This is an optimization exercise on Yosys and OpenROAD, whose aim is small area, not a production implementation. Where RTL was checked, it was by simulation tests only, not by an equivalence proof against the original. The RTL of runs 2 and 3 was laid out without a check of its function. No activity file was given, so power comes from the tool's default toggle rates. The clock port is modelled as an ideal driver; clocking choices that lean on that would not hold on a real chip.

$ cat design/flow/config.mk
export PLATFORM = sky130hd
export DESIGN_NAME = armMulticycle
export DESIGN_NICKNAME = armMulticycle
export VERILOG_FILES = /design/flow/design.v
export SDC_FILE = /design/flow/constraint.sdc
export NUM_CORES = 4
export LEC_CHECK = 0
export CAP_MARGIN = 20
export CORE_MARGIN = 2
export CORE_UTILIZATION = 40
export SLEW_MARGIN = 20
$ cat design/flow/constraint.sdc
create_clock -name core_clock -period 8.0 [get_ports {clk}]
set_input_delay 1.6000 -clock core_clock [delete_from_list [all_inputs] [get_ports {clk}]]
set_output_delay 1.6000 -clock core_clock [all_outputs]
set_load 0.01 [all_outputs]
$ cat design/flow/design.v
`default_nettype none
package armPkg;
    localparam int DATA_W = 32;
endpackage
`default_nettype wire
`timescale 1ns/1ns
`default_nettype none
module armMulticycle (
    input  logic        clk,
    input  logic        reset,
    input  logic [31:0] readData,
    output logic [31:0] adr,
    output logic [31:0] writeData,
    output logic        memWrite
);
    logic [4:0] ph;
    logic       boot;
    logic       w1;
    logic       ph0, ph31;
    assign ph0  = (ph == 5'd0);
    assign ph31 = (ph == 5'd31);
    logic [31:0] rf [0:14];
    logic [31:0] pcr;
    logic [31:0] adrr;
    logic [31:0] wd;
    logic [31:0] ir;
    logic [31:0] instr;
    logic        irLoad;
    assign irLoad = ~boot & ~w1 & ph0;
    assign instr  = irLoad ? readData : ir;
    logic [3:0] cond, cmd, rn, rd, rm, rb;
    logic [1:0] cls;
    logic       isDp, isMem, isBr, immBit, sBit, lBit;
    logic       isAnd, isOrr, isSub, isCmp, isAdd4;
    assign cond   = instr[31:28];
    assign cls    = instr[27:26];
    assign immBit = instr[25];
    assign cmd    = instr[24:21];
    assign sBit   = instr[20];
    assign lBit   = instr[20];
    assign rn     = instr[19:16];
    assign rd     = instr[15:12];
    assign rm     = instr[3:0];
    assign isDp   = (cls == 2'b00);
    assign isMem  = (cls == 2'b01);
    assign isBr   = (cls == 2'b10);
    assign isAnd  = isDp & (cmd == 4'b0000);
    assign isOrr  = isDp & (cmd == 4'b1100);
    assign isCmp  = (cmd == 4'b1010);
    assign isSub  = isDp & ((cmd == 4'b0010) | isCmp);
    assign isAdd4 = (cmd == 4'b0100);
    logic fn, fz, fc, fv;
    logic pass;
    always_comb begin
        case (cond)
            4'd0:  pass = fz;
            4'd1:  pass = ~fz;
            4'd2:  pass = fc;
            4'd3:  pass = ~fc;
            4'd4:  pass = fn;
            4'd5:  pass = ~fn;
            4'd6:  pass = fv;
            4'd7:  pass = ~fv;
            4'd8:  pass = fc & ~fz;
            4'd9:  pass = ~fc | fz;
            4'd10: pass = (fn == fv);
            4'd11: pass = (fn != fv);
            4'd12: pass = ~fz & (fn == fv);
            4'd13: pass = fz | (fn != fv);
            default: pass = 1'b1;
        endcase
    end
    logic c4, c8;
    logic c4in, c8in;
    logic k4;
    logic pcTap, s4, s8;
    assign pcTap = pcr[0];
    assign k4    = (ph == 5'd2);
    assign c4in  = ~ph0 & c4;
    assign c8in  = ~ph0 & c8;
    assign s4    = pcTap ^ k4 ^ c4in;
    assign s8    = s4 ^ k4 ^ c8in;
    logic [14:0] tap;
    logic        portA, portB;
    for (genvar g = 0; g < 15; g++) begin : gTap
        assign tap[g] = rf[g][0];
    end
    assign rb    = isMem ? rd : rm;
    assign portA = (isBr | (rn == 4'd15)) ? s8 : tap[rn];
    assign portB = (rb == 4'd15) ? s8 : tap[rb];
    logic [4:0] j;
    logic [4:0] bi;
    logic       immDp, immMem, immBr, immS;
    assign j      = ph + {instr[11:8], 1'b0};
    assign immDp  = (j[4:3] == 2'b00) & instr[j[2:0]];
    assign immMem = (ph[4:2] < 3'd3) & instr[ph[3:0]];
    assign bi     = ph - 5'd2;
    assign immBr  = (ph < 5'd2) ? 1'b0 : ((bi > 5'd23) ? instr[23] : instr[bi]);
    always_comb begin
        case (cls)
            2'b00:   immS = immDp;
            2'b01:   immS = immMem;
            default: immS = immBr;
        endcase
    end
    logic opB, bx, cin, cout, sum, res;
    logic cy, zacc;
    assign opB  = (isDp & ~immBit) ? portB : immS;
    assign bx   = opB ^ isSub;
    assign cin  = ph0 ? isSub : cy;
    assign sum  = portA ^ bx ^ cin;
    assign cout = (portA & bx) | (portA & cin) | (bx & cin);
    assign res  = isAnd ? (portA & opB) : (isOrr ? (portA | opB) : sum);
    logic run0;
    logic pcNext, pcIn, adrIn;
    logic we;
    logic wbit;
    assign run0   = ~boot & ~w1;
    assign pcNext = (isBr & pass) ? res : s4;
    assign pcIn   = boot ? 1'b0 : (w1 ? pcTap : pcNext);
    assign adrIn  = boot ? 1'b0 : (w1 ? pcTap : (isMem ? res : pcNext));
    assign we   = w1 ? (lBit & pass) : (run0 & isDp & pass & ~isCmp);
    assign wbit = w1 ? (ph0 ? readData[0] : wd[0]) : res;
    always_ff @(posedge clk) begin
        for (int i = 0; i < 15; i++) begin
            rf[i] <= {(we && rd == i[3:0]) ? wbit : rf[i][0], rf[i][31:1]};
        end
        pcr  <= {pcIn, pcr[31:1]};
        adrr <= {adrIn, adrr[31:1]};
        if (w1 && ph0) begin
            wd <= {readData[0], readData[31:1]};
        end else begin
            wd <= {portB, wd[31:1]};
        end
        ir   <= instr;
        c4   <= (pcTap & k4) | (pcTap & c4in) | (k4 & c4in);
        c8   <= (s4 & k4) | (s4 & c8in) | (k4 & c8in);
        cy   <= cout;
        zacc <= (~ph0 & zacc) | res;
    end
    logic flagWe;
    assign flagWe = run0 & ph31 & isDp & pass & (sBit | isCmp);
    always_ff @(posedge clk or posedge reset) begin
        if (reset) begin
            ph       <= 5'd0;
            boot     <= 1'b1;
            w1       <= 1'b0;
            memWrite <= 1'b0;
            fn       <= 1'b0;
            fz       <= 1'b0;
            fc       <= 1'b0;
            fv       <= 1'b0;
        end else begin
            ph       <= ph + 5'd1;
            memWrite <= run0 & ph31 & isMem & ~lBit & pass;
            if (ph31) begin
                boot <= 1'b0;
                w1   <= run0 & isMem;
            end
            if (flagWe) begin
                fn <= res;
                fz <= ~(zacc | res);
                if (isAdd4 | isSub) begin
                    fc <= cout;
                    fv <= cin ^ cout;
                end
            end
        end
    end
    assign adr       = adrr;
    assign writeData = wd;
endmodule
`default_nettype wire
$ cat design/flow/run.sh
#!/bin/bash
# synth_recipe.tcl (not shown) runs the flow's synth.tcl, then flattens the netlist and writes it again
# the make line also repeats each setting of config.mk as NAME=value (left out here)
make -C /OpenROAD-flow-scripts/flow DESIGN_CONFIG=/design/flow/config.mk WORK_HOME=/design/flow/orfs CLKGATE_MAP_FILE= SYNTH_SCRIPT=/design/flow/synth_recipe.tcl finish
==> notes.md, run 1 <==
- Die ar.: 41,700 µm²
- Die X: 204 µm
- Slew headroom: 31.1%
- Least-Margin Pin Slew: 1.02 ns
- Total track usage: 13.7%
- Synthesis-stage register bit count: 624
- Clk latency of the worst-skew pair: 0.58 ns
- TritonCTS Buffers: 57
- Maximum clock insertion buffer count: 3
- Placer Congestion: 0.857
- Vias per cell: 4.52
- Sequential share of the synthesized area: 78.3%
- Hold Fails Final Rpt: 0
- Main synth FF type: dfxtp_1
- Initial DRC Count: 425
- Internal power: 0.00510 W
- Setup_tns: 0 ns
- Initial antenna violation count: 0
- Outcome: no timing/DRC/antenna violations
- P_sw: 0.00128 W
- CORE AREA: 39,600 µm²
- CP Capture Type: flop
- Count of final setup violators: 0
- # resized after CTS: 0
- Crit start category: flop
- Number of synthesized flops with an enable pin: 0
- Commonest non-fill, non-tap cells in the layout: 612 x dfxtp_1, 98 x clkdlybuf4s50_1, 73 x nand2_1, 59 x mux2_2, 59 x clkbuf_16
- Largest net degree at the start of global routing: 32
- Critical R2R Launch: ph[0]$_DFF_PP0_
- Peak supply drop: 0.201 mV
- Synth cell types: 73
- Die height: 204 µm
- Pre-Repair DR Iteration Count: 5
- First-pass GRT wire length: 45,100 µm
- Cell Rows: 73
- Period minus WS final: 6.21 ns
- Slew Limit Fails: 0
- Hold buffers post-CTS: 0
- Critical Path Source: ph[0]$_DFF_PP0_
- Synth top area share: 76.4%
- CTS clk-pin slew, worst paths: 0.07 ns
- Ant diodes: 0
- Top post-synthesis cells by area: dfxtp_1 76%, mux2_2 4.1%, mux2i_1 2.1%
- Mapped Nets: 1,150
- Power per standard cell area: 324 nW/µm²
- DR WL/cell: 15.4 µm
- Final Cycle Share: 77.6%
- Static leakage: 8.07 nW
- Final worst setup slack: 1.79 ns
- Worst reg2reg setup slack: 1.79 ns
- Gr ovfl total: 0
- Cell Area, Synth: 16,000 µm²
- Hold Crit Class: reg -> reg
- Clk sinks: 624
- Post-DP HPWL: 18,200 µm
- DRT Wirelength: 27,800 µm
- Fraction of layout cells with a size suffix above 1: 15.0%
- Critical Path Fanout Max: 25
- Commonest non-fill, non-tap cell in the layout: dfxtp_1
- Htree depth: 2
- Root Buffer: clkbuf_16
- Final #Nets: 1,287
- Setup Skew: 0.0226 ns
- Post-CTS setup buffers: 0
- Max Cap Viol: 0
- Fraction of registers with async set or reset after synthesis: 1.92%
- Port buffer count: 98
- Crit Path Category: reg -> reg
- Data required time of the critical path: 8.45 ns
- Clk network pwr share: 45.6%
- Cell taking the most area after synthesis: dfxtp_1
- Antenna Nets Post-Route: 0
- Starting Density: 40.5%
- Ys Warns: 2
- Vias: 8,193
- Area growth from synthesis to layout: 22.8%
- TritonCTS clock tree: done
- Worst Path Arrival: 6.66 ns
- Place WS: 1.82 ns
- Power share of the combinational group: 3.7%
- Top Ports: 99
- Hold wc startpoint: rf[2][1]$_DFF_P_
- Fmax: 0.161 GHz
- Syn_area_per_cell: 14.6 µm²
- RSZ-0062 raised after global routing: false
- Cells after Synth: 1,101
- Seq pwr share: 50.8%
- Sw frac: 20.1%
- Drc violations: 0
- Number of global-route vias before repair: 8,333
-- worst paths after layout --
kind                                     end  cells past startpoint
max                        rf[1][31]$_DFF_P_                     18
min                         rf[2][0]$_DFF_P_                      0
max reg2reg                rf[1][31]$_DFF_P_                     18
min reg2reg                 rf[2][0]$_DFF_P_                      0
max in group asynchronous   boot$_DFFE_PP1N_                      2
min in group asynchronous    ph[3]$_DFF_PP0_                      2
-- routing by layer --
layer	part of all wire, %	track usage [%]
met5	0	0
met1	49	18.7
met4	2.8	5.72
met2	43	20.7
met3	4.8	3.36
-- layout make-up --
class                      count  area (µm²)
sequential                   624       12600
tap                          525         657
inverter                      38         143
timing repair buffer         104        1030
fill                        3430       20000
multi-input combinational    413        3200
clock buffer                  74        1630
clock inverter                34         474
-- power groups by stage --
stage	logic [W]	registers (W)	clock network [W]
after floorplan	0.0000955	0.00332	0
final	0.000234	0.00324	0.00291
after detailed placement	0.000233	0.00331	0
after CTS	0.000234	0.00324	0.00299
after global placement	0.000233	0.00331	0
after global routing	0.000250	0.00325	0.00312
-- cell families after synthesis --
logic type / Yosys count / share of synthesized area (%)
AOI/OAI and AO/OA: 99 / 4.47
xor gates and xnor gates: 12 / 0.655
adders and majority gates: 15 / 1.36
buffers and inverters: 64 / 1.73
DFF: 624 / 78.3
muxes: 104 / 7.83
and+or+nand+nor: 183 / 5.66
-- sequential cells by signal (all words and copies together), names as in the netlist --
signal	flops
w1	1
memWrite	1
cy	1
fn	1
c8	1
zacc	1
fz	1
fv	1
adrr	32
wd	32
ph	5
pcr	32
ir	32
c4	1
rf	480
fc	1
boot	1
-- through the flow --
| step | power [W] | area (µm²) | std cells | hold slack, ns | utilization, % |
|---|---|---|---|---|---|
| 2_1_floorplan | 0.00341 | 16000 | 1101 | 0.310 | - |
| 3_3_place_gp | 0.00354 | 17600 | 1704 | 0.310 | 44.4 |
| 3_5_place_dp | 0.00355 | 17600 | 1704 | 0.312 | 44.4 |
| 4_1_cts | 0.00647 | 19700 | 1812 | 0.309 | 49.7 |
| 5_1_grt | 0.00662 | 19700 | 1812 | 0.310 | 49.7 |
| 6_report | 0.00639 | 19700 | 1812 | 0.307 | 49.7 |
-- worst max-delay path, stage by stage (launching register included) --
cell	delay, ns
dfrtp_1	0.57
inv_1	0.33
ha_1	0.22
or4b_1	0.80
nor2_4	0.32
buf_4	0.35
mux2i_2	0.60
mux2_2	0.28
o22ai_2	0.09
o211a_1	0.24
or2_2	0.30
nor2_1	0.13
xnor2_1	0.10
fa_1	0.54
a21o_1	0.18
o31a_1	0.19
a31oi_1	0.09
a41o_1	0.37
mux2_2	0.33
-- synth_stat cells (4+ instances only) --
cell / n
dfxtp_1: 612
clkbuf_1: 13
a21o_1: 8
nor4_1: 10
dfrtp_1: 11
nand2b_1: 6
ha_1: 11
o211ai_1: 6
a21oi_1: 18
and2_1: 4
xor2_1: 5
or2_2: 4
o21ai_0: 15
nand3_1: 19
a31oi_1: 4
buf_2: 6
mux4_2: 11
nand2_1: 73
mux2i_1: 33
fa_1: 4
o22ai_1: 5
nor3_1: 7
inv_1: 38
nor2_1: 29
xnor2_1: 7
mux2_2: 59
nand4_1: 9
==> run 2, diff against run 1 <==
--- a/design/flow/design.v
+++ b/design/flow/design.v
@@ -16,3 +16,4 @@
     logic [4:0] ph;
-    logic       boot;
+    logic       first;
+    logic       pcz;
     logic       w1;
@@ -28,3 +29,3 @@
     logic        irLoad;
-    assign irLoad = ~boot & ~w1 & ph0;
+    assign irLoad = ~first & ~w1 & ph0;
     assign instr  = irLoad ? readData : ir;
@@ -76,3 +77,3 @@
     logic pcTap, s4, s8;
-    assign pcTap = pcr[0];
+    assign pcTap = pcr[0] & ~pcz;
     assign k4    = (ph == 5'd2);
@@ -117,6 +118,6 @@
     logic wbit;
-    assign run0   = ~boot & ~w1;
+    assign run0   = ~first & ~w1;
     assign pcNext = (isBr & pass) ? res : s4;
-    assign pcIn   = boot ? 1'b0 : (w1 ? pcTap : pcNext);
-    assign adrIn  = boot ? 1'b0 : (w1 ? pcTap : (isMem ? res : pcNext));
+    assign pcIn   = w1 ? pcTap : pcNext;
+    assign adrIn  = ~first & (w1 ? pcTap : (isMem ? res : pcNext));
     assign we   = w1 ? (lBit & pass) : (run0 & isDp & pass & ~isCmp);
@@ -128,3 +129,2 @@
         pcr  <= {pcIn, pcr[31:1]};
-        adrr <= {adrIn, adrr[31:1]};
         if (w1 && ph0) begin
@@ -144,4 +144,6 @@
         if (reset) begin
-            ph       <= 5'd0;
-            boot     <= 1'b1;
+            ph       <= 5'd31;
+            first    <= 1'b1;
+            pcz      <= 1'b1;
+            adrr     <= 32'd0;
             w1       <= 1'b0;
@@ -154,6 +156,8 @@
             ph       <= ph + 5'd1;
+            first    <= 1'b0;
+            adrr     <= {adrIn, adrr[31:1]};
             memWrite <= run0 & ph31 & isMem & ~lBit & pass;
-            if (ph31) begin
-                boot <= 1'b0;
-                w1   <= run0 & isMem;
+            if (ph31 && !first) begin
+                pcz <= 1'b0;
+                w1  <= run0 & isMem;
             end
==> design/flow/flow/run.sh (new file) <==
#!/bin/bash
# Standard ORFS layout with lighter port buffers and a leaner clock tree.
set -euo pipefail
export BUFFER_PORTS_ARGS="-buffer_cell sky130_fd_sc_hd__buf_1"
export CTS_ARGS="-sink_clustering_enable -repair_clock_nets -dont_use_dummy_load -buf_list {sky130_fd_sc_hd__clkbuf_16} -sink_clustering_size 30 -sink_clustering_max_diameter 80"
bash standard.sh > orfs_flow.log 2>&1
==> design/flow/standard.sh (new file) <==
#!/bin/bash
# synth_recipe.tcl (not shown) runs the flow's synth.tcl, then flattens the netlist and writes it again
# the make line also repeats each setting of config.mk as NAME=value (left out here)
make -C /OpenROAD-flow-scripts/flow DESIGN_CONFIG=/design/flow/config.mk WORK_HOME=/design/flow/orfs CLKGATE_MAP_FILE= SYNTH_SCRIPT=/design/flow/synth_recipe.tcl "${@:-finish}"
removed: design/flow/run.sh
==> notes.md, run 2 <==
- Outcome: no timing/DRC/antenna violations
- Initial antenna violation count: 0
- Hold buffers post-CTS: 0
- Die height: 204 µm
- Mapped Nets: 1,119
- Synth cell types: 79
- Clk latency of the worst-skew pair: 0.57 ns
- Fraction of layout cells with a size suffix above 1: 9.05%
- Setup_tns: 0 ns
- Placer Congestion: 0.866
- Slew Limit Fails: 0
- Count of final setup violators: 0
- Biggest register: rf
- Reg-to-Reg End: rf[13][31]$_DFF_P_
- Fraction of registers with async set or reset after synthesis: 7.20%
- Critical Path Source: ph[1]$_DFF_PP1_
- Levels on crit path: 20
- Root Buffer: clkbuf_16
- Commonest non-fill, non-tap cell in the layout: dfxtp_1
- Port buffer count: 98
- Total track usage: 12.1%
- Antenna Nets Post-Route: 0
- CORE AREA: 39,600 µm²
- Fmax: 0.157 GHz
- Drc violations: 0
- Ant diodes: 0
- CP Capture Type: flop
- DR WL/cell: 14.8 µm
- Fillers: 3,598
- Hold Fails Final Rpt: 0
- Top Ports: 99
- Synth top area share: 72.3%
- Place WS: 1.59 ns
- Crit Path Category: reg -> reg
- Final Cycle Share: 79.8%
- Max Cap Viol: 0
- Number of synthesized flops with an enable pin: 0
- Period minus WS final: 6.38 ns
- DRT Wirelength: 25,100 µm
- Worst reg2reg path depth: 20
- Cell Rows: 73
- Clk sinks: 625
- Most frequent cell after synthesis: dfxtp_1
- Die ar.: 41,700 µm²
- Crit-path cells: clkinv_1, ha_1, nor4b_4, nand2_4, mux2i_1, inv_1, ha_1, a21o_1, a21oi_1, xnor2_1, xnor2_1, a211o_1, o32ai_1, nand4b_1, nand2_1, xor2_1, fa_1, o31ai_1, nor4b_4, o31ai_1
- Least-Margin Pin Slew: 0.955 ns
- Maximum clock insertion buffer count: 3
- Initial DRC Count: 532
- Vias per cell: 4.48
- Cell taking the most area after synthesis: dfxtp_1
- CTS clk-pin slew, worst paths: 0.10 ns
- Data required time of the critical path: 8.38 ns
- Post-synth top cells: 580 x dfxtp_1, 71 x nand2_1, 39 x mux2_2
- Critical Path Fanout Max: 42
- Power per standard cell area: 269 nW/µm²
- Area growth from synthesis to layout: 9.55%
- First-pass GRT wire length: 40,100 µm
- Pre-Repair DR Iteration Count: 7
- Ys Warns: 2
- Top delay family on crit path: simple AND/OR/NAND/NOR gates
- TritonCTS clock tree: done
- Die X: 204 µm
- RSZ-0062 raised after global routing: false
- Main synth FF type: dfxtp_1
- Static leakage: 7.09 nW
- Crit start category: flop
- Critical R2R Launch: ph[1]$_DFF_PP1_
- Cell Area, Synth: 16,100 µm²
- Largest net degree at the start of global routing: 46
- Setup Skew: 0.0547 ns
- CP Buf/Inv Count: 2
- Hold Crit Class: reg -> reg
- Finished Cell Area: 17,600 µm²
- Cells after Synth: 1,070
- Slew headroom: 36.3%
- Synthesis-stage register bit count: 625
- TritonCTS Buffers: 26
- Post-DP HPWL: 16,800 µm
- Critical Path Max Stage Delay: 0.77 ns
- Worst Setup EP: rf[13][31]$_DFF_P_
- Vias: 7,605
- Max reg flops: 480
- Peak supply drop: 0.156 mV
- Gr ovfl total: 0
- # resized after CTS: 0
- Sequential share of the synthesized area: 79.4%
- Final #Nets: 1,222
- Post-CTS setup buffers: 0
- Worst Path Arrival: 6.76 ns
- Slowest CP cell: nor4b_4
- Worst reg2reg setup slack: 1.62 ns
- Final worst setup slack: 1.62 ns
- Number of global-route vias before repair: 7,488
- Placed Area: 16,900 µm²
- Top post-synthesis cells by area: dfxtp_1 72%, dfrtp_1 5.9%, mux2_2 2.7%
- Htree depth: 1
- Commonest non-fill, non-tap cells in the layout: 580 x dfxtp_1, 98 x buf_1, 71 x nand2_1, 39 x mux2_2, 38 x dfrtp_1
- Syn_area_per_cell: 15.0 µm²
- Starting Density: 40.5%
-- run 2: cell count changes in the layout (fill, tap and decap cells not counted), sizes merged, moves of 10 or more --
cell / delta
dfxtp: -32
clkbuf: -48
buf: +95
o31ai: +18
clkinv: -13
clkdlybuf4s50: -98
mux2: -18
o21ai: +16
bufinv: -10
dfrtp: +27
inv: -15
-- run 2: routing by layer --
metal | part of all wire [%] | global-route usage (%)
met1 | 50 | 17.9
met5 | 0 | 0
met2 | 42 | 18.2
met4 | 2.6 | 3.65
met3 | 4.9 | 1.98
-- run 2: worst min-delay path by stage --
stage	from	end	slack (ns)	depth (start not counted)
2_1_floorplan	pcr[1]$_DFF_P_	pcr[0]$_DFF_P_	0.31	0
3_3_place_gp	rf[0][1]$_DFF_P_	rf[0][0]$_DFF_P_	0.31	0
3_5_place_dp	rf[10][29]$_DFF_P_	rf[10][28]$_DFF_P_	0.31	0
4_1_cts	rf[7][2]$_DFF_P_	rf[7][1]$_DFF_P_	0.27	0
5_1_grt	rf[7][2]$_DFF_P_	rf[7][1]$_DFF_P_	0.26	0
6_report	rf[7][2]$_DFF_P_	rf[7][1]$_DFF_P_	0.27	0
-- run 2: metrics by stage --
stage / utilization [%] / power (W) / hold slack [ns] / std cells
after detailed placement: 42.7 / 0.00338 / 0.312 / 1670
after floorplan: - / 0.00332 / 0.310 / 1070
after global placement: 42.7 / 0.00337 / 0.310 / 1670
after global routing: 44.4 / 0.00492 / 0.263 / 1696
after CTS: 44.4 / 0.00479 / 0.272 / 1696
final: 44.4 / 0.00473 / 0.271 / 1696
-- run 2: cell families (layout without fill, tap and decap cells) --
logic type / count (synthesis) / after routing / synth area share, %
buf+inv: 53 / 154 / 1.66
mux: 78 / 78 / 6.06
xor+xnor: 13 / 13 / 0.709
other cells: 1 / 1 / 0.0234
compound gates: 107 / 107 / 4.85
fa+ha+maj: 15 / 15 / 1.36
simple gates: 178 / 178 / 5.92
flops: 625 / 625 / 79.4
-- run 2: layout make-up --
type | count | area, µm² | share of cell area [%]
sequential | 625 | 12700 | 72.5
timing repair buffer | 101 | 390 | 2.22
multi-input combinational | 392 | 3040 | 17.3
tap | 525 | 657 | 3.74
inverter | 27 | 101 | 0.576
clock buffer | 26 | 651 | 3.70
-- run 2: report_power, final --
group          internal, W  switching, W
Sequential         0.00314     0.0000177
Clock             0.000583      0.000840
Combinational    0.0000531     0.0000900
==> run 3, diff against run 2 <==
==> design/flow/flow/run.sh (replaced) <==
#!/bin/bash
# Standard ORFS layout with lighter port buffers and a leaner clock tree.
set -euo pipefail
export BUFFER_PORTS_ARGS="-buffer_cell sky130_fd_sc_hd__buf_1"
export CTS_ARGS="-sink_clustering_enable -repair_clock_nets -dont_use_dummy_load -buf_list {sky130_fd_sc_hd__clkbuf_8 sky130_fd_sc_hd__clkbuf_16} -sink_clustering_size 20 -sink_clustering_max_diameter 60"
bash standard.sh > orfs_flow.log 2>&1
==> notes.md, run 3 <==
- Outcome: no timing/DRC/antenna violations
- Vias: 7,715
- Placer Congestion: 0.866
- Critical Path Source: ph[1]$_DFF_PP1_
- Number of synthesized flops with an enable pin: 0
- Slew Limit Fails: 0
- Antenna Nets Post-Route: 0
- Commonest non-fill, non-tap cells in the layout: 580 x dfxtp_1, 98 x buf_1, 71 x nand2_1, 41 x clkbuf_16, 39 x mux2_2
- Port buffer count: 98
- Ant diodes: 0
- Main synth FF type: dfxtp_1
- Critical Path Fanout Max: 42
- Top Ports: 99
- Die X: 204 µm
- Die height: 204 µm
- Cell Rows: 73
- Worst reg2reg setup slack: 1.66 ns
- Htree depth: 2
- Clk network pwr share: 35.5%
- DR WL/cell: 14.9 µm
- Initial DRC Count: 452
- Commonest non-fill, non-tap cell in the layout: dfxtp_1
- Critical R2R Launch: ph[1]$_DFF_PP1_
- TritonCTS Buffers: 41
- Sequential share of the synthesized area: 79.4%
- TritonCTS clock tree: done
- Finished Cell Area: 18,000 µm²
- Crit start category: flop
- Fmax: 0.158 GHz
- Cells after Synth: 1,070
- Final #Nets: 1,237
- Sw frac: 19.8%
- Fillers: 3,572
- Internal power: 0.00410 W
- Area growth from synthesis to layout: 11.9%
- First-pass GRT wire length: 40,800 µm
- Slew headroom: 36.0%
- P_sw: 0.00101 W
- Hold Crit Class: reg -> reg
- Starting Density: 40.5%
- WHS: 0.287 ns
- Least-Margin Pin Slew: 0.959 ns
- Fraction of layout cells with a size suffix above 1: 10.2%
- Total track usage: 12.5%
- Worst Path Arrival: 6.73 ns
- Top delay family on crit path: simple AND/OR/NAND/NOR gates
- # resized after CTS: 0
- CORE AREA: 39,600 µm²
- Top post-synthesis cells by area: dfxtp_1 72%, dfrtp_1 5.9%, mux2_2 2.7%
- Fraction of registers with async set or reset after synthesis: 7.20%
- Hold wc startpoint: rf[14][17]$_DFF_P_
- Final Cycle Share: 79.3%
- Core Util, Final: 45.3%
- Biggest register: rf
- Placed Area: 16,900 µm²
- Post-synth top cells: 580 x dfxtp_1, 71 x nand2_1, 39 x mux2_2
- Most frequent cell after synthesis: dfxtp_1
- Setup Skew: 0.0443 ns
- Peak supply drop: 0.207 mV
- Critical Path Max Stage Delay: 0.77 ns
- Register area: 12,700 µm²
- Maximum clock insertion buffer count: 3
- Drc violations: 0
- Largest net degree at the start of global routing: 46
- Cell Area, Synth: 16,100 µm²
- Ys Warns: 2
- Clk sinks: 625
- Post-synthesis adder-cell area fraction: 1.36%
- Multi-input logic area: 3040 µm²
- Synthesis-stage register bit count: 625
- Vias per cell: 4.51
- Syn_area_per_cell: 15.0 µm²
- Hold Fails Final Rpt: 0
- Post-CTS setup buffers: 0
- Hold buffers post-CTS: 0
- Root Buffer: clkbuf_16
- Largest family of logic cells by synthesized area: multiplexers
- XOR/XNOR Fraction of Synth Area: 0.709%
- Static leakage: 7.27 nW
- Clk latency of the worst-skew pair: 0.55 ns
- Synth cell types: 79
- Period minus WS final: 6.34 ns
- CTS clk-pin slew, worst paths: 0.08 ns
- Post-DP HPWL: 16,800 µm
- Number of global-route vias before repair: 7,684
- Die ar.: 41,700 µm²
- Slowest CP cell: nor4b_4
- Cell taking the most area after synthesis: dfxtp_1
- Data required time of the critical path: 8.39 ns
- Gr ovfl total: 0
- Crit Path Category: reg -> reg
- DRT Wirelength: 25,500 µm
- Synth top area share: 72.3%
- Post-synthesis simple-gate area fraction: 5.92%
- CP Capture Type: flop
- CP Buf/Inv Count: 2
- Count of final setup violators: 0
- Power per standard cell area: 285 nW/µm²
- Power share of the combinational group: 2.8%
- Max Cap Viol: 0
- Mapped Nets: 1,119
- Seq pwr share: 61.8%
- Setup_tns: 0 ns
- Synth Area in Compound Gates: 4.85%
- Multiplexer share of the synthesized area: 6.06%
- Initial antenna violation count: 0
- RSZ-0062 raised after global routing: false
- Crit-path cells: clkinv_1, ha_1, nor4b_4, nand2_4, mux2i_1, inv_1, ha_1, a21o_1, a21oi_1, xnor2_1, xnor2_1, a211o_1, o32ai_1, nand4b_1, nand2_1, xor2_1, fa_1, o31ai_1, nor4b_4, o31ai_1
- Max reg flops: 480
- Pre-Repair DR Iteration Count: 5
-- run 3: cell counts after synthesis --
Identical to the previous run, type by type.
-- run 3: metrics by stage --
stage	total power, W	std cells	setup slack, ns
detailed placement	0.00338	1670	1.59
global route	0.00533	1711	1.00
CTS	0.00520	1711	1.59
floorplan	0.00332	1070	2.76
global placement	0.00337	1670	1.80
finish	0.00512	1711	1.66
-- run 3: routing by layer --
| metal | track usage, % | share of wire (%) | wire length, µm | vias up |
|---|---|---|---|---|
| li1 | - | - | - | 3803 |
| met5 | 0 | 0 | 0 | - |
| met4 | 4.63 | 2.6 | 673 | 0 |
| met1 | 17.7 | 50 | 12700 | 3688 |
| met3 | 3.00 | 5.2 | 1340 | 51 |
| met2 | 18.6 | 42 | 10800 | 173 |
-- run 3: layout make-up --
cell class	instances	share of cell area, %
sequential	625	71.0
multi-input combinational	392	16.9
clock buffer	41	5.71
tap	525	3.66
timing repair buffer	101	2.17
inverter	27	0.564
-- run 3: power by group through the flow --
stage	sequential [W]	combinational, W	clock (W)
after floorplan	0.00324	0.0000888	0
after global placement	0.00323	0.000141	0
after detailed placement	0.00323	0.000143	0
after CTS	0.00316	0.000144	0.00189
after global routing	0.00317	0.000159	0.00200
final	0.00316	0.000143	0.00181
-- run 3: worst reg2reg max path, delay by kind of cell (launching register included) --
family	cells	cell delay (ns)
mux	1	0.51
flops	1	0.47
fa+ha+maj	3	0.99
xor+xnor	3	0.45
compound gates	6	1.11
buf+inv	2	0.37
simple gates	5	2.29
-- run 3: cell families (layout without fill, tap and decap cells) --
family | count (synthesis) | after routing
DFF | 625 | 625
xor gates and xnor gates | 13 | 13
AOI/OAI and AO/OA | 107 | 107
buffers and inverters | 53 | 169
and+or+nand+nor | 178 | 178
adders and majority gates | 15 | 15
muxes | 78 | 78
other | 1 | 1
-- run 3: worst paths after layout --
kind,end,cells past startpoint
setup / recovery,rf[7][31]$_DFF_P_,20
hold / removal,rf[14][16]$_DFF_P_,0
setup reg to reg,rf[7][31]$_DFF_P_,20
hold reg to reg,rf[14][16]$_DFF_P_,0
max in group asynchronous,adrr[31]$_DFF_PP0_,2
min in group asynchronous,adrr[17]$_DFF_PP0_,2
==> run 4, diff against run 3 <==
--- a/design/flow/design.v
+++ b/design/flow/design.v
@@ -35,3 +35,3 @@
     logic       isAnd, isOrr, isSub, isCmp, isAdd4;
-    assign cond   = instr[31:28];
+    assign cond   = readData[31:28];
     assign cls    = instr[27:26];
@@ -54,19 +54,22 @@
     logic pass;
+    logic passNow;
+    logic passReg;
+    assign pass = irLoad ? passNow : passReg;
     always_comb begin
         case (cond)
-            4'd0:  pass = fz;
-            4'd1:  pass = ~fz;
-            4'd2:  pass = fc;
-            4'd3:  pass = ~fc;
-            4'd4:  pass = fn;
-            4'd5:  pass = ~fn;
-            4'd6:  pass = fv;
-            4'd7:  pass = ~fv;
-            4'd8:  pass = fc & ~fz;
-            4'd9:  pass = ~fc | fz;
-            4'd10: pass = (fn == fv);
-            4'd11: pass = (fn != fv);
-            4'd12: pass = ~fz & (fn == fv);
-            4'd13: pass = fz | (fn != fv);
-            default: pass = 1'b1;
+            4'd0:  passNow = fz;
+            4'd1:  passNow = ~fz;
+            4'd2:  passNow = fc;
+            4'd3:  passNow = ~fc;
+            4'd4:  passNow = fn;
+            4'd5:  passNow = ~fn;
+            4'd6:  passNow = fv;
+            4'd7:  passNow = ~fv;
+            4'd8:  passNow = fc & ~fz;
+            4'd9:  passNow = ~fc | fz;
+            4'd10: passNow = (fn == fv);
+            4'd11: passNow = (fn != fv);
+            4'd12: passNow = ~fz & (fn == fv);
+            4'd13: passNow = fz | (fn != fv);
+            default: passNow = 1'b1;
         endcase
@@ -91,17 +94,16 @@
     assign portB = (rb == 4'd15) ? s8 : tap[rb];
-    logic [4:0] j;
-    logic [4:0] bi;
-    logic       immDp, immMem, immBr, immS;
-    assign j      = ph + {instr[11:8], 1'b0};
-    assign immDp  = (j[4:3] == 2'b00) & instr[j[2:0]];
-    assign immMem = (ph[4:2] < 3'd3) & instr[ph[3:0]];
-    assign bi     = ph - 5'd2;
-    assign immBr  = (ph < 5'd2) ? 1'b0 : ((bi > 5'd23) ? instr[23] : instr[bi]);
+    logic [4:0]  immK;
+    logic [4:0]  idx;
+    logic [31:0] immVec;
+    logic        immS;
     always_comb begin
         case (cls)
-            2'b00:   immS = immDp;
-            2'b01:   immS = immMem;
-            default: immS = immBr;
+            2'b00:   immK = {instr[11:8], 1'b0};
+            2'b01:   immK = 5'd0;
+            default: immK = 5'd30;
         endcase
     end
+    assign idx    = ph + immK;
+    assign immVec = {2'b00, {6{instr[23]}}, instr[23:0]};
+    assign immS   = immVec[idx] & (isBr | (isMem ? (idx < 5'd12) : (idx < 5'd8)));
     logic opB, bx, cin, cout, sum, res;
@@ -134,3 +136,4 @@
         end
-        ir   <= instr;
+        ir      <= instr;
+        passReg <= pass;
         c4   <= (pcTap & k4) | (pcTap & c4in) | (k4 & c4in);
==> design/flow/flow/run.sh (replaced) <==
#!/bin/bash
# Standard ORFS layout with lighter port buffers and a leaner clock tree.
set -euo pipefail
export BUFFER_PORTS_ARGS="-buffer_cell sky130_fd_sc_hd__buf_1"
export CTS_ARGS="-sink_clustering_enable -repair_clock_nets -dont_use_dummy_load -buf_list {sky130_fd_sc_hd__clkbuf_16} -root_buf sky130_fd_sc_hd__clkbuf_8 -sink_clustering_size 36 -sink_clustering_max_diameter 80"
bash standard.sh > orfs_flow.log 2>&1
--- a/design/flow/config.mk
+++ b/design/flow/config.mk
@@ -7,2 +7,3 @@
 export LEC_CHECK = 0
+export ABC_AREA = 1
 export CAP_MARGIN = 20
==> notes.md, run 4 <==
- Commonest non-fill, non-tap cell in the layout: dfxtp_1
- Slew headroom: 37.9%
- TritonCTS Buffers: 24
- Cell Rows: 72
- Reg-to-Reg End: rf[3][31]$_DFF_P_
- Gr ovfl total: 0
- Clk network pwr share: 28.3%
- Clk sinks: 622
- Clk latency of the worst-skew pair: 0.65 ns
- Initial antenna violation count: 0
- Largest net degree at the start of global routing: 50
- Total track usage: 12.0%
- Period minus WS final: 6.16 ns
- Placer Congestion: 0.867
- P_sw: 0.000987 W
- Maximum clock insertion buffer count: 3
- Htree depth: 1
- Synth cell types: 39
- Sw frac: 21.0%
- Place WS: 1.79 ns
- Fraction of layout cells with a size suffix above 1: 5.68%
- Met3 usage: 2.19%
- CORE AREA: 38,600 µm²
- Critical Path Fanout Max: 25
- First-pass GRT wire length: 39,300 µm
- Worst Path Arrival: 6.71 ns
- Slowest CP cell: dfstp_2
- Die height: 201 µm
- Area growth from synthesis to layout: 9.48%
- Min-Delay Path Depth: 0
- DR WL/cell: 13.3 µm
- Multi-input logic area: 2460 µm²
- Register area: 12,700 µm²
- Hold buffers post-CTS: 0
- Hold Crit Class: reg -> reg
- Count of final setup violators: 0
- Hold Fails Final Rpt: 0
- Fraction of registers with async set or reset after synthesis: 7.23%
- Ys Warns: 2
- Synth top area share: 74.1%
- Drc violations: 0
- CTS clk-pin slew, worst paths: 0.11 ns
- TritonCTS clock tree: done
- CP Capture Type: flop
- Worst reg2reg setup slack: 1.84 ns
- Fmax: 0.162 GHz
- Final Cycle Share: 77.0%
- Hold EP: rf[8][23]$_DFF_P_
- Pre-Repair DR Iteration Count: 6
- Setup Skew: 0.0739 ns
- Post-synth top cells: 577 x dfxtp_1, 217 x nand2_1, 91 x nand3_1
- Number of synthesized flops with an enable pin: 0
- Number of global-route vias before repair: 7,226
- Critical Path Max Stage Delay: 0.71 ns
- Mapped Nets: 1,259
- Power per standard cell area: 276 nW/µm²
- Final #Nets: 1,367
- Cell Area, Synth: 15,600 µm²
- Crit Path Category: reg -> reg
- Slew Limit Fails: 0
- Vias: 7,833
- Least-Margin Pin Slew: 0.931 ns
- Internal power: 0.00371 W
- Static leakage: 7.32 nW
- Syn_area_per_cell: 12.8 µm²
- Root Buffer: clkbuf_8
- Synthesis-stage register bit count: 622
- DRT Wirelength: 24,500 µm
- Antenna Nets Post-Route: 0
- Cell taking the most area after synthesis: dfxtp_1
- M1 GR Usage: 18.7%
- RSZ-0062 raised after global routing: false
- Top Ports: 99
- Die X: 201 µm
- Main synth FF type: dfxtp_1
- Outcome: no timing/DRC/antenna violations
- Most Used Layer, Global Route: met1
- Die ar.: 40,500 µm²
- Data required time of the critical path: 8.55 ns
- Power share of the combinational group: 4.2%
- Post-DP HPWL: 16,600 µm
- Fillers: 3,605
- Max Cap Viol: 0
- Cells after Synth: 1,214
- Hold wc startpoint: rf[8][24]$_DFF_P_
- Commonest non-fill, non-tap cells in the layout: 577 x dfxtp_1, 217 x nand2_1, 98 x buf_1, 91 x nand3_1, 76 x inv_1
- # resized after CTS: 0
- Sequential share of the synthesized area: 81.4%
- Vias per cell: 4.26
- Crit start category: flop
- Max reg flops: 480
- Critical R2R Launch: ph[0]$_DFF_PP1_
- Top post-synthesis cells by area: dfxtp_1 74%, dfrtp_1 6.1%, nand2_1 5.2%
- Starting Density: 40.4%
- Port buffer count: 98
- Initial DRC Count: 399
- Final worst setup slack: 1.84 ns
- Seq pwr share: 67.5%
- Peak supply drop: 0.136 mV
- Most frequent cell after synthesis: dfxtp_1
- Post-CTS setup buffers: 0
- Biggest register: rf
- Setup_tns: 0 ns
- Worst reg2reg path depth: 34
- Met2 Use GR: 17.1%
## run 4: cell types whose count changed in the layout (fill, tap and decap cells not counted), sizes merged, moves of 10 or more
cell / before / now
nand2b: 10 / 0
o21ai: 32 / 63
mux2i: 27 / 0
o31ai: 19 / 0
clkbuf: 41 / 24
mux4: 10 / 0
inv: 26 / 83
mux2: 41 / 0
nand3: 12 / 96
nand2: 73 / 234
nor2: 22 / 41
## run 4: power groups by stage
stage               combinational, W  clock (W)  sequential (W)
finish                      0.000199    0.00133         0.00317
global placement            0.000198          0         0.00324
floorplan                   0.000117          0         0.00325
detailed placement          0.000200          0         0.00324
global route                0.000223    0.00150         0.00318
CTS                         0.000201    0.00139         0.00317
## run 4: through the flow
stage                     total power [W]  hold WS, ns  utilization [%]  std cells  area (µm²)
after floorplan                   0.00337        0.310                -       1214       15600
after global placement            0.00344        0.310             42.8       1814       16500
after detailed placement          0.00344        0.312             42.8       1814       16500
after CTS                         0.00476        0.271             44.2       1838       17100
after global routing              0.00490        0.267             44.2       1838       17100
final                             0.00470        0.273             44.2       1839       17100
## run 4: cells by family (layout without fill, tap and decap cells)
family | count (synthesis) | count (layout) | share of synthesized area (%)
compound gates | 81 | 81 | 2.88
xor+xnor | 7 | 7 | 0.394
fa+ha+maj | 11 | 11 | 1.08
buf+inv | 101 | 207 | 2.79
flops | 622 | 622 | 81.4
other cells | 1 | 2 | 0.0241
simple gates | 391 | 391 | 11.4
## run 4: metal layers
metal / part of all wire, % / up-vias / wire length, µm
met5: 0 / - / 0
met2: 39 / 170 / 9660
met3: 4.7 / 33 / 1160
met1: 54 / 3630 / 13100
li1: - / 4000 / -
met4: 2.1 / 0 / 517
## run 4: worst max path at each step
| stage | cells past startpoint | start | end | slack [ns] |
|---|---|---|---|---|
| 5_1_grt | 34 | ph[0]$_DFF_PP1_ | rf[5][31]$_DFF_P_ | 1.26 |
| 3_3_place_gp | 34 | ph[0]$_DFF_PP1_ | rf[7][31]$_DFF_P_ | 1.98 |
| 6_report | 34 | ph[0]$_DFF_PP1_ | rf[3][31]$_DFF_P_ | 1.84 |
| 3_5_place_dp | 34 | ph[0]$_DFF_PP1_ | rf[7][31]$_DFF_P_ | 1.79 |
| 4_1_cts | 34 | ph[0]$_DFF_PP1_ | rf[3][31]$_DFF_P_ | 1.84 |
| 2_1_floorplan | 30 | readData[27] | rf[4][31]$_DFF_P_ | 2.82 |
## run 4: cell type report
cell class	count	area share, %
Multi-Input combinational cell	491	14.4
Timing Repair Buffer	100	2.24
Tap cell	518	3.80
Sequential cell	622	74.4
Antenna cell	1	0.0147
Inverter	83	1.83
Clock buffer	24	3.32
## run 4: critical path: cells and delay by family (launching register included)
kind | cells | cell delay, ns
XOR/XNOR | 1 | 0.21
buffers and inverters | 6 | 1.11
AO/OA/AOI/OAI | 3 | 0.39
adder cells (fa/ha/maj) | 4 | 1.55
flip-flops | 1 | 0.71
AND/OR/NAND/NOR | 20 | 2.13
==> run 5, diff against run 4 <==
==> design/flow/flow/run.sh (replaced) <==
#!/bin/bash
# Standard ORFS layout with lighter port buffers and a leaner clock tree.
set -euo pipefail
export BUFFER_PORTS_ARGS="-buffer_cell sky130_fd_sc_hd__buf_1"
export CTS_ARGS="-sink_clustering_enable -repair_clock_nets -dont_use_dummy_load -buf_list {sky130_fd_sc_hd__clkbuf_16} -sink_clustering_size 30 -sink_clustering_max_diameter 80"
bash standard.sh > orfs_flow.log 2>&1
==> notes.md, run 5 <==
- Outcome: no timing/DRC/antenna violations
- Clk network pwr share: 30.1%
- Met2 Use GR: 17.0%
- Power per standard cell area: 281 nW/µm²
- Critical Path Fanout Max: 25
- RSZ-0062 raised after global routing: false
- Gr ovfl total: 0
- Count of final setup violators: 0
- Root Buffer: clkbuf_16
- Slowest CP cell: dfstp_2
- Internal power: 0.00381 W
- Most frequent cell after synthesis: dfxtp_1
- DR WL/cell: 13.4 µm
- Cells after Synth: 1,214
- Vias: 7,851
- Main synth FF type: dfxtp_1
- Hold Crit Class: reg -> reg
- Most used cell, CP: inv_1
- Place WS: 1.79 ns
- Peak supply drop: 0.155 mV
- Initial DRC Count: 383
- Synth cell types: 39
- Clk latency of the worst-skew pair: 0.59 ns
- Cell Rows: 72
- Hold buffers post-CTS: 0
- Period minus WS final: 6.17 ns
- Placer Congestion: 0.867
- Slew headroom: 37.0%
- Port buffer count: 98
- Power share of the combinational group: 4.1%
- Antenna Nets Post-Route: 0
- WHS: 0.287 ns
- Number of global-route vias before repair: 7,252
- Critical Path Max Stage Delay: 0.71 ns
- Total track usage: 12.0%
- Setup Skew: 0.0856 ns
- Post-DP HPWL: 16,600 µm
- Number of synthesized flops with an enable pin: 0
- Post-CTS setup buffers: 0
- # resized after CTS: 0
- Data required time of the critical path: 8.48 ns
- CORE AREA: 38,600 µm²
- Maximum clock insertion buffer count: 3
- Area growth from synthesis to layout: 10.2%
- Synthesis-stage register bit count: 622
- Least-Margin Pin Slew: 0.944 ns
- Final #Nets: 1,370
- Placed Area: 16,500 µm²
- Vias per cell: 4.26
- Ys Warns: 2
- TritonCTS clock tree: done
- Hold Fails Final Rpt: 0
- Fraction of layout cells with a size suffix above 1: 5.90%
- Most Used Layer, Global Route: met1
- Pre-Repair DR Iteration Count: 5
- Commonest non-fill, non-tap cells in the layout: 577 x dfxtp_1, 217 x nand2_1, 98 x buf_1, 91 x nand3_1, 76 x inv_1
- Fraction of registers with async set or reset after synthesis: 7.23%
- Clk sinks: 622
- Cell Area, Synth: 15,600 µm²
- Crit start category: flop
- Met3 usage: 2.14%
- Syn_area_per_cell: 12.8 µm²
- Sequential share of the synthesized area: 81.4%
- Sw frac: 20.9%
- P_sw: 0.00101 W
- DRT Wirelength: 24,700 µm
- Setup_tns: 0 ns
- Largest net degree at the start of global routing: 50
- TritonCTS Buffers: 27
- Top post-synthesis cells by area: dfxtp_1 74%, dfrtp_1 6.1%, nand2_1 5.2%
- Seq pwr share: 65.7%
- CTS clk-pin slew, worst paths: 0.11 ns
- CP Capture Type: flop
- Slew Limit Fails: 0
- Die X: 201 µm
- First-pass GRT wire length: 39,600 µm
- Static leakage: 7.37 nW
- Post-synth top cells: 577 x dfxtp_1, 217 x nand2_1, 91 x nand3_1
- Worst Path Arrival: 6.65 ns
- Initial antenna violation count: 0
- Htree depth: 1
- Top Ports: 99
- Die ar.: 40,500 µm²
- Synth top area share: 74.1%
- Ant diodes: 0
- Final worst setup slack: 1.83 ns
- Crit Path Category: reg -> reg
- Fmax: 0.162 GHz
- Finished Cell Area: 17,200 µm²
- Die height: 201 µm
- Starting Density: 40.4%
- Biggest register: rf
- M1 GR Usage: 18.9%
- Max Cap Viol: 0
- Cell taking the most area after synthesis: dfxtp_1
- Commonest non-fill, non-tap cell in the layout: dfxtp_1
- Mapped Nets: 1,259
- Total Power: 0.00482 W
- Final Cycle Share: 77.2%
- Max reg flops: 480
- Drc violations: 0
==> run 5: layout make-up <==
type                       count  area [µm²]
inverter                      83         312
multi-input combinational    491        2460
timing repair buffer         100         383
clock buffer                  27         676
sequential                   622       12700
tap                          518         648
fill                        3576       21400
==> run 5: path summary, 6_finish.rpt <==
check / start / endpoint / slack [ns] / cells after the start
max in group asynchronous: reset / adrr[30]$_DFF_PP0_ / 6.18 / 2
min in group asynchronous: reset / adrr[16]$_DFF_PP0_ / 1.24 / 2
hold reg to reg: rf[9][10]$_DFF_P_ / rf[9][9]$_DFF_P_ / 0.29 / 0
setup / recovery: ph[0]$_DFF_PP1_ / rf[11][31]$_DFF_P_ / 1.83 / 34
hold / removal: rf[9][10]$_DFF_P_ / rf[9][9]$_DFF_P_ / 0.29 / 0
setup reg to reg: ph[0]$_DFF_PP1_ / rf[11][31]$_DFF_P_ / 1.83 / 34
==> run 5: stage by stage <==
stage               cells  utilization [%]
floorplan            1214                -
global placement     1814             42.8
detailed placement   1814             42.8
CTS                  1841             44.5
global route         1841             44.5
finish               1841             44.5
==> run 5: logic make-up (layout without fill, tap and decap cells) <==
group	Yosys count	after routing	share of synthesized area, %
adders and majority gates	11	11	1.08
DFF	622	622	81.4
and+or+nand+nor	391	391	11.4
AOI/OAI and AO/OA	81	81	2.88
buffers and inverters	101	210	2.79
xor gates and xnor gates	7	7	0.394
other	1	1	0.0241
==> run 5: worst max-delay path: cells and delay by family, from the launching register on <==
family	cells	cell delay, ns
adders and majority gates	4	1.54
AOI/OAI and AO/OA	3	0.42
buffers and inverters	6	1.10
and+or+nand+nor	20	2.12
xor gates and xnor gates	1	0.21
DFF	1	0.71
==> run 5: power groups by stage <==
stage / logic [W] / clock network (W) / registers (W)
after CTS: 0.000201 / 0.00151 / 0.00317
after global placement: 0.000198 / 0 / 0.00324
after detailed placement: 0.000200 / 0 / 0.00324
after global routing: 0.000223 / 0.00162 / 0.00318
after floorplan: 0.000117 / 0 / 0.00325
final: 0.000198 / 0.00145 / 0.00317
==> run 5: metal layers <==
layer	vias to the layer above	wire, µm
met4	0	529
li1	4007	-
met1	3636	13100
met2	167	9670
met3	41	1340
met5	-	0
==> run 6, diff against run 5 <==
==> design/flow/flow/run.sh (replaced) <==
#!/bin/bash
# ORFS layout with an area-oriented ABC mapping script, light port buffers
# and a lean clock tree. Each tool's output goes to a log in this folder.
set -euo pipefail
W=$PWD
rm -rf "$W/orfs_scripts"
cp -r "$FLOW_HOME/scripts" "$W/orfs_scripts"
cp "$W/flow/abc_area.script" "$W/orfs_scripts/abc_area.script"
export BUFFER_PORTS_ARGS="-buffer_cell sky130_fd_sc_hd__buf_1"
export CTS_ARGS="-sink_clustering_enable -repair_clock_nets -dont_use_dummy_load -buf_list {sky130_fd_sc_hd__clkbuf_16} -sink_clustering_size 30 -sink_clustering_max_diameter 80"
bash standard.sh SCRIPTS_DIR="$W/orfs_scripts" synth > "$W/synth.log" 2>&1
bash standard.sh SCRIPTS_DIR="$W/orfs_scripts" > "$W/orfs_flow.log" 2>&1
==> design/flow/flow/abc_area.script (new file) <==
strash
&get -n
&fraig -x
&put
scorr
dc2
strash
&get -n
&dch -f
&nf -R 1000
&put
==> notes.md, run 6 <==
- Count of final setup violators: 0
- Worst Path Arrival: 7.32 ns
- Post-synthesis simple-gate area fraction: 2.93%
- Commonest non-fill, non-tap cell in the layout: dfxtp_1
- Cell Rows: 70
- CTS clk-pin slew, worst paths: 0.10 ns
- Number of synthesized flops with an enable pin: 0
- Setup Skew: 0.0491 ns
- Post-synth top cells: 577 x dfxtp_1, 64 x mux2_1, 38 x dfrtp_1
- Multiplexer share of the synthesized area: 7.07%
- Largest net degree at the start of global routing: 46
- Top Ports: 99
- Most used cell, CP: nand2_1
- Number of global-route vias before repair: 6,258
- Fraction of layout cells with a size suffix above 1: 4.00%
- Total track usage: 10.8%
- Vias per cell: 4.29
- Vias: 6,510
- Final #Nets: 1,097
- Setup_tns: 0 ns
- Area growth from synthesis to layout: 10.8%
- Syn_area_per_cell: 16.2 µm²
- Fmax: 0.146 GHz
- P_sw: 0.00103 W
- Data required time of the critical path: 8.48 ns
- Seq pwr share: 66.6%
- Cell Area, Synth: 14,900 µm²
- Root Buffer: clkbuf_16
- Slowest CP cell: fa_1
- Post-synthesis adder-cell area fraction: 1.12%
- Clk sinks: 622
- Starting Density: 40.7%
- XOR/XNOR Fraction of Synth Area: 0.645%
- CP Capture Type: flop
- Top delay family on crit path: adder cells
- TritonCTS clock tree: done
- Main synth FF type: dfxtp_1
- Die X: 197 µm
- RSZ-0062 raised after global routing: false
- Power per standard cell area: 297 nW/µm²
- Fraction of registers with async set or reset after synthesis: 7.23%
- Die ar.: 38,900 µm²
- Placed Area: 15,900 µm²
- Max reg flops: 480
- Hold buffers post-CTS: 0
- DRT Wirelength: 21,000 µm
- Gr ovfl total: 0
- Internal power: 0.00388 W
- Period minus WS final: 6.84 ns
- Finished Cell Area: 16,500 µm²
- Largest family of logic cells by synthesized area: multiplexers
- Slew headroom: 31.9%
- Drc violations: 0
- Critical Path Max Stage Delay: 0.86 ns
- Biggest register: rf
- Crit start category: flop
- DR WL/cell: 13.8 µm
- CORE AREA: 36,700 µm²
- Ys Warns: 2
- Die height: 197 µm
- Clk latency of the worst-skew pair: 0.55 ns
- First-pass GRT wire length: 33,300 µm
- Critical Path Fanout Max: 17
- Power share of the combinational group: 5.3%
- Synth Area in Compound Gates: 2.66%
- Outcome: no timing/DRC/antenna violations
- Port buffer count: 98
- Cells after Synth: 924
- Htree depth: 1
- Most frequent cell after synthesis: dfxtp_1
- Placer Congestion: 0.786
- Max Cap Viol: 0
- Post-CTS setup buffers: 0
- Synthesis-stage register bit count: 622
- Top post-synthesis cells by area: dfxtp_1 77%, dfrtp_1 6.4%, mux2_1 4.8%
- Final Cycle Share: 85.5%
- Maximum clock insertion buffer count: 3
- TritonCTS Buffers: 25
- Hold Fails Final Rpt: 0
- Commonest non-fill, non-tap cells in the layout: 577 x dfxtp_1, 98 x buf_1, 64 x mux2_1, 38 x dfrtp_1, 29 x nor2_1
- Slew Limit Fails: 0
- Synth cell types: 38
- Static leakage: 6.71 nW
- Clk network pwr share: 28.1%
- # resized after CTS: 0
- Initial DRC Count: 223
- Hold Crit Class: reg -> reg
- Least-Margin Pin Slew: 1.02 ns
- Sw frac: 21.0%
- WHS: 0.316 ns
- Antenna Nets Post-Route: 0
- Cell taking the most area after synthesis: dfxtp_1
- Mapped Nets: 969
- Sequential share of the synthesized area: 85.0%
- Synth top area share: 77.4%
- Initial antenna violation count: 0
- CP Buf/Inv Count: 2
- Post-DP HPWL: 13,800 µm
- Pre-Repair DR Iteration Count: 4
- Peak supply drop: 0.147 mV
- Crit Path Category: reg -> reg
run 6: final timing paths:
check	from	to	slack [ns]	depth (start not counted)
setup / recovery	ph[0]$_DFF_PP1_	rf[2][31]$_DFF_P_	1.16	25
hold / removal	rf[7][23]$_DFF_P_	rf[7][22]$_DFF_P_	0.32	0
setup reg to reg	ph[0]$_DFF_PP1_	rf[2][31]$_DFF_P_	1.16	25
hold reg to reg	rf[7][23]$_DFF_P_	rf[7][22]$_DFF_P_	0.32	0
max in group asynchronous	reset	ph[4]$_DFF_PP1_	6.37	2
min in group asynchronous	reset	adrr[1]$_DFF_PP0_	1.15	2
run 6: logic make-up (layout without fill, tap and decap cells):
family                   Yosys count  in the layout
AO/OA/AOI/OAI                     70             70
XOR/XNOR                          11             11
adder cells (fa/ha/maj)           11             11
buffers and inverters             23            149
flip-flops                       622            622
multiplexers                      90             90
other                              1              2
AND/OR/NAND/NOR                   96             96
run 6: through the flow:
stage          total power [W]  cells  setup slack, ns  utilization, %
2_1_floorplan          0.00349    924             1.83               -
3_3_place_gp           0.00360   1493             1.40            43.3
3_5_place_dp           0.00361   1493             1.26            43.3
4_1_cts                0.00497   1518             1.16            45.1
5_1_grt                0.00512   1518            0.511            45.1
6_report               0.00491   1519             1.16            45.1
run 6: layer usage:
metal	global-route usage (%)	share of wire, %	vias to the layer above
li1	-	-	3272
met1	15.4	51	3068
met2	16.9	42	140
met3	2.13	5.2	30
met4	2.70	2.1	0
met5	0	0	-
run 6: final cells by class:
cell class / instances / area [µm²]
fillers: 3237 / 20200
multi-input cells: 279 / 2160
inverters: 23 / 87.6
clock buffers: 25 / 626
repair buffers: 101 / 390
well taps: 468 / 586
flip-flops and latches: 622 / 12700
diodes: 1 / 2.50
run 6: power by group through the flow:
stage | logic [W] | registers (W) | clock network [W]
after floorplan | 0.000143 | 0.00335 | 0
after global placement | 0.000261 | 0.00334 | 0
after detailed placement | 0.000265 | 0.00334 | 0
after CTS | 0.000266 | 0.00327 | 0.00143
after global routing | 0.000295 | 0.00328 | 0.00154
final | 0.000262 | 0.00327 | 0.00138
==> run 7, diff against run 6 <==
--- a/design/flow/flow/run.sh
+++ b/design/flow/flow/run.sh
@@ -9,3 +9,3 @@
 export BUFFER_PORTS_ARGS="-buffer_cell sky130_fd_sc_hd__buf_1"
-export CTS_ARGS="-sink_clustering_enable -repair_clock_nets -dont_use_dummy_load -buf_list {sky130_fd_sc_hd__clkbuf_16} -sink_clustering_size 30 -sink_clustering_max_diameter 80"
+export CTS_ARGS="-sink_clustering_enable -repair_clock_nets -dont_use_dummy_load -buf_list {sky130_fd_sc_hd__clkbuf_16} -sink_clustering_size 36 -sink_clustering_max_diameter 60"
 bash standard.sh SCRIPTS_DIR="$W/orfs_scripts" synth > "$W/synth.log" 2>&1
--- a/design/flow/config.mk
+++ b/design/flow/config.mk
@@ -10,3 +10,4 @@
 export CORE_MARGIN = 2
-export CORE_UTILIZATION = 40
+export CORE_UTILIZATION = 70
+export PLACE_DENSITY = 0.8
 export SLEW_MARGIN = 20
==> notes.md, run 7 <==
- Outcome: no timing/DRC/antenna violations
- Cell taking the most area after synthesis: dfxtp_1
- Top post-synthesis cells by area: dfxtp_1 77%, dfrtp_1 6.4%, mux2_1 4.8%
- Total track usage: 20.9%
- Max Cap Viol: 0
- Crit Path Category: reg -> reg
- TritonCTS clock tree: done
- Main synth FF type: dfxtp_1
- Placed cell count: 1,301
- Clk sinks: 622
- Least-Margin Pin Slew: 0.883 ns
- RSZ-0062 raised after global routing: false
- CTS clk-pin slew, worst paths: 0.11 ns
- Commonest non-fill, non-tap cells in the layout: 577 x dfxtp_1, 98 x buf_1, 64 x mux2_1, 38 x dfrtp_1, 29 x nor2_1
- Worst Path Arrival: 7.05 ns
- Fmax: 0.151 GHz
- Port buffer count: 98
- Biggest register: rf
- Largest net degree at the start of global routing: 46
- Ant diodes: 0
- Max reg flops: 480
- Placer Congestion: 0.842
- Setup Skew: 0.0588 ns
- Post-DP HPWL: 14,600 µm
- First-pass GRT wire length: 35,900 µm
- Cells after Synth: 924
- Hold Fails Final Rpt: 0
- Slew headroom: 41.0%
- Die ar.: 22,500 µm²
- Static leakage: 6.71 nW
- Final Cycle Share: 82.5%
- DR WL/cell: 17.5 µm
- Final cell count without fillers: 1,326
- CORE AREA: 21,000 µm²
- Gr ovfl total: 0
- Peak supply drop: 0.324 mV
- Hold Crit Class: reg -> reg
- Data required time of the critical path: 8.44 ns
- Vias: 6,683
- Die X: 150 µm
- Most frequent cell after synthesis: dfxtp_1
- Slowest CP cell: fa_1
- Synthesis-stage register bit count: 622
- Synth top area share: 77.4%
- Post-CTS setup buffers: 0
- Critical Path Max Stage Delay: 0.64 ns
- Power per standard cell area: 303 nW/µm²
- Fraction of layout cells with a size suffix above 1: 4.00%
- Crit start category: flop
- Starting Density: 71.3%
- Area growth from synthesis to layout: 9.16%
- Hold buffers post-CTS: 0
- Ys Warns: 2
- Fillers: 1,170
- Cell Area, Synth: 14,900 µm²
- Most used cell, CP: a21oi_1
- Vias per cell: 5.04
- Drc violations: 0
- Commonest non-fill, non-tap cell in the layout: dfxtp_1
- Number of global-route vias before repair: 6,576
- Synth cell types: 38
- Initial antenna violation count: 0
- CP Capture Type: flop
- Root Buffer: clkbuf_16
- Pre-Repair DR Iteration Count: 4
- Antenna Nets Post-Route: 0
- DRT Wirelength: 23,200 µm
- Count of final setup violators: 0
- Top Ports: 99
- Htree depth: 1
- Fraction of registers with async set or reset after synthesis: 7.23%
- Clk latency of the worst-skew pair: 0.56 ns
- Maximum clock insertion buffer count: 3
- Syn_area_per_cell: 16.2 µm²
- Number of synthesized flops with an enable pin: 0
- Die height: 150 µm
- Setup_tns: 0 ns
- Period minus WS final: 6.60 ns
- # resized after CTS: 0
- Initial DRC Count: 361
- Final #Nets: 1,098
- Mapped Nets: 969
- Post-synth top cells: 577 x dfxtp_1, 64 x mux2_1, 38 x dfrtp_1
- Critical Path Fanout Max: 17
- Cell Rows: 53
- Sequential share of the synthesized area: 85.0%
- TritonCTS Buffers: 25
- Slew Limit Fails: 0
-- run 7: cell counts after synthesis --
Identical to the previous run, type by type.
-- run 7: path summary, 6_finish.rpt --
check | from | endpoint | slack, ns | cells past startpoint
worst max-delay path | ph[0]$_DFF_PP1_ | rf[11][31]$_DFF_P_ | 1.40 | 26
worst min-delay path | rf[0][24]$_DFF_P_ | rf[0][23]$_DFF_P_ | 0.28 | 0
worst max register to register | ph[0]$_DFF_PP1_ | rf[11][31]$_DFF_P_ | 1.40 | 26
worst min register to register | rf[0][24]$_DFF_P_ | rf[0][23]$_DFF_P_ | 0.28 | 0
max in group asynchronous | reset | ph[3]$_DFF_PP1_ | 6.43 | 3
min in group asynchronous | reset | fz$_DFFE_PP0P_ | 1.16 | 3
-- run 7: critical path: cells and delay by family (launching register included) --
kind	cells	cell delay (ns)
buf+inv	3	0.74
xor+xnor	1	0.20
simple gates	5	0.82
fa+ha+maj	4	1.55
mux	2	0.57
compound gates	11	2.03
flops	1	0.61
-- run 7: power by group --
part	switching [W]	total, W	internal [W]
clock network	0.000834	0.00140	0.000563
registers	0.0000527	0.00328	0.00322
logic	0.000172	0.000264	0.0000916
-- run 7: cells by family after synthesis --
| kind of cell | Yosys count | synth area share [%] |
|---|---|---|
| flip-flops | 622 | 85.0 |
| AND/OR/NAND/NOR | 96 | 2.93 |
| multiplexers | 90 | 7.07 |
| AO/OA/AOI/OAI | 70 | 2.66 |
| buffers and inverters | 23 | 0.578 |
| adder cells (fa/ha/maj) | 11 | 1.12 |
| XOR/XNOR | 11 | 0.645 |
| other | 1 | 0.0251 |
-- run 7: cell type report --
type	instances	area (µm²)	area share, %
Sequential cell	622	12700	77.8
Clock buffer	25	626	3.84
Multi-Input combinational cell	279	2160	13.2
Timing Repair Buffer	102	398	2.44
Tap cell	275	344	2.11
Inverter	23	86.3	0.530
-- run 7: stage by stage --
step	total power [W]	worst slack [ns]	hold slack (ns)	util, %	instance area (µm²)
global placement	0.00359	1.58	0.311	74.8	15700
CTS	0.00497	1.43	0.281	77.8	16300
detailed placement	0.00361	1.41	0.312	74.8	15700
floorplan	0.00349	1.83	0.310	-	14900
global route	0.00512	0.726	0.274	77.8	16300
finish	0.00494	1.40	0.276	77.8	16300
-- run 7: metal layers --
layer,part of all wire [%],global-route usage (%)
met5,0,0
met4,2.0,5.00
met3,5.2,3.14
met2,47,34.3
met1,46,29.8

## what the ideal ports hide
The flow's constraints put no driver on any port. The routed layouts listed below were extracted and timed again, unchanged, in two steps.
Step 1 sets driving cells, clkbuf_16 on the clock port and buf_2 on the other inputs (assumed; they add their load-dependent delay and slew).
Step 2 moves the port delays by t, midway between the first and last clock arrival at a register: inputs arrive t later, outputs are due t later. That takes back most of the time a late clock gives input paths.
Slacks: ideal ports / drivers / drivers and shift; pairs: ideal ports / drivers.
run	t, ns	setup slack, ns	worst register clock-pin slew, ns
run 1	0.619	1.794 / 1.794 / 1.794	0.07 / 0.07
run 2	0.597	1.617 / 1.617 / 1.617	0.10 / 0.10
run 3	0.576	1.658 / 1.658 / 1.658	0.08 / 0.08
run 4	0.660	1.837 / 1.837 / 1.837	0.12 / 0.12
run 5	0.599	1.827 / 1.827 / 1.827	0.11 / 0.11
run 6	0.575	1.161 / 1.161 / 1.161	0.11 / 0.11
run 7	0.578	1.397 / 1.397 / 1.352	0.12 / 0.12
After both steps setup and hold are still met in every run listed. The setup slack of run 7, which loses most, moves by 0.000 ns with the drivers and by -0.045 ns with both steps.
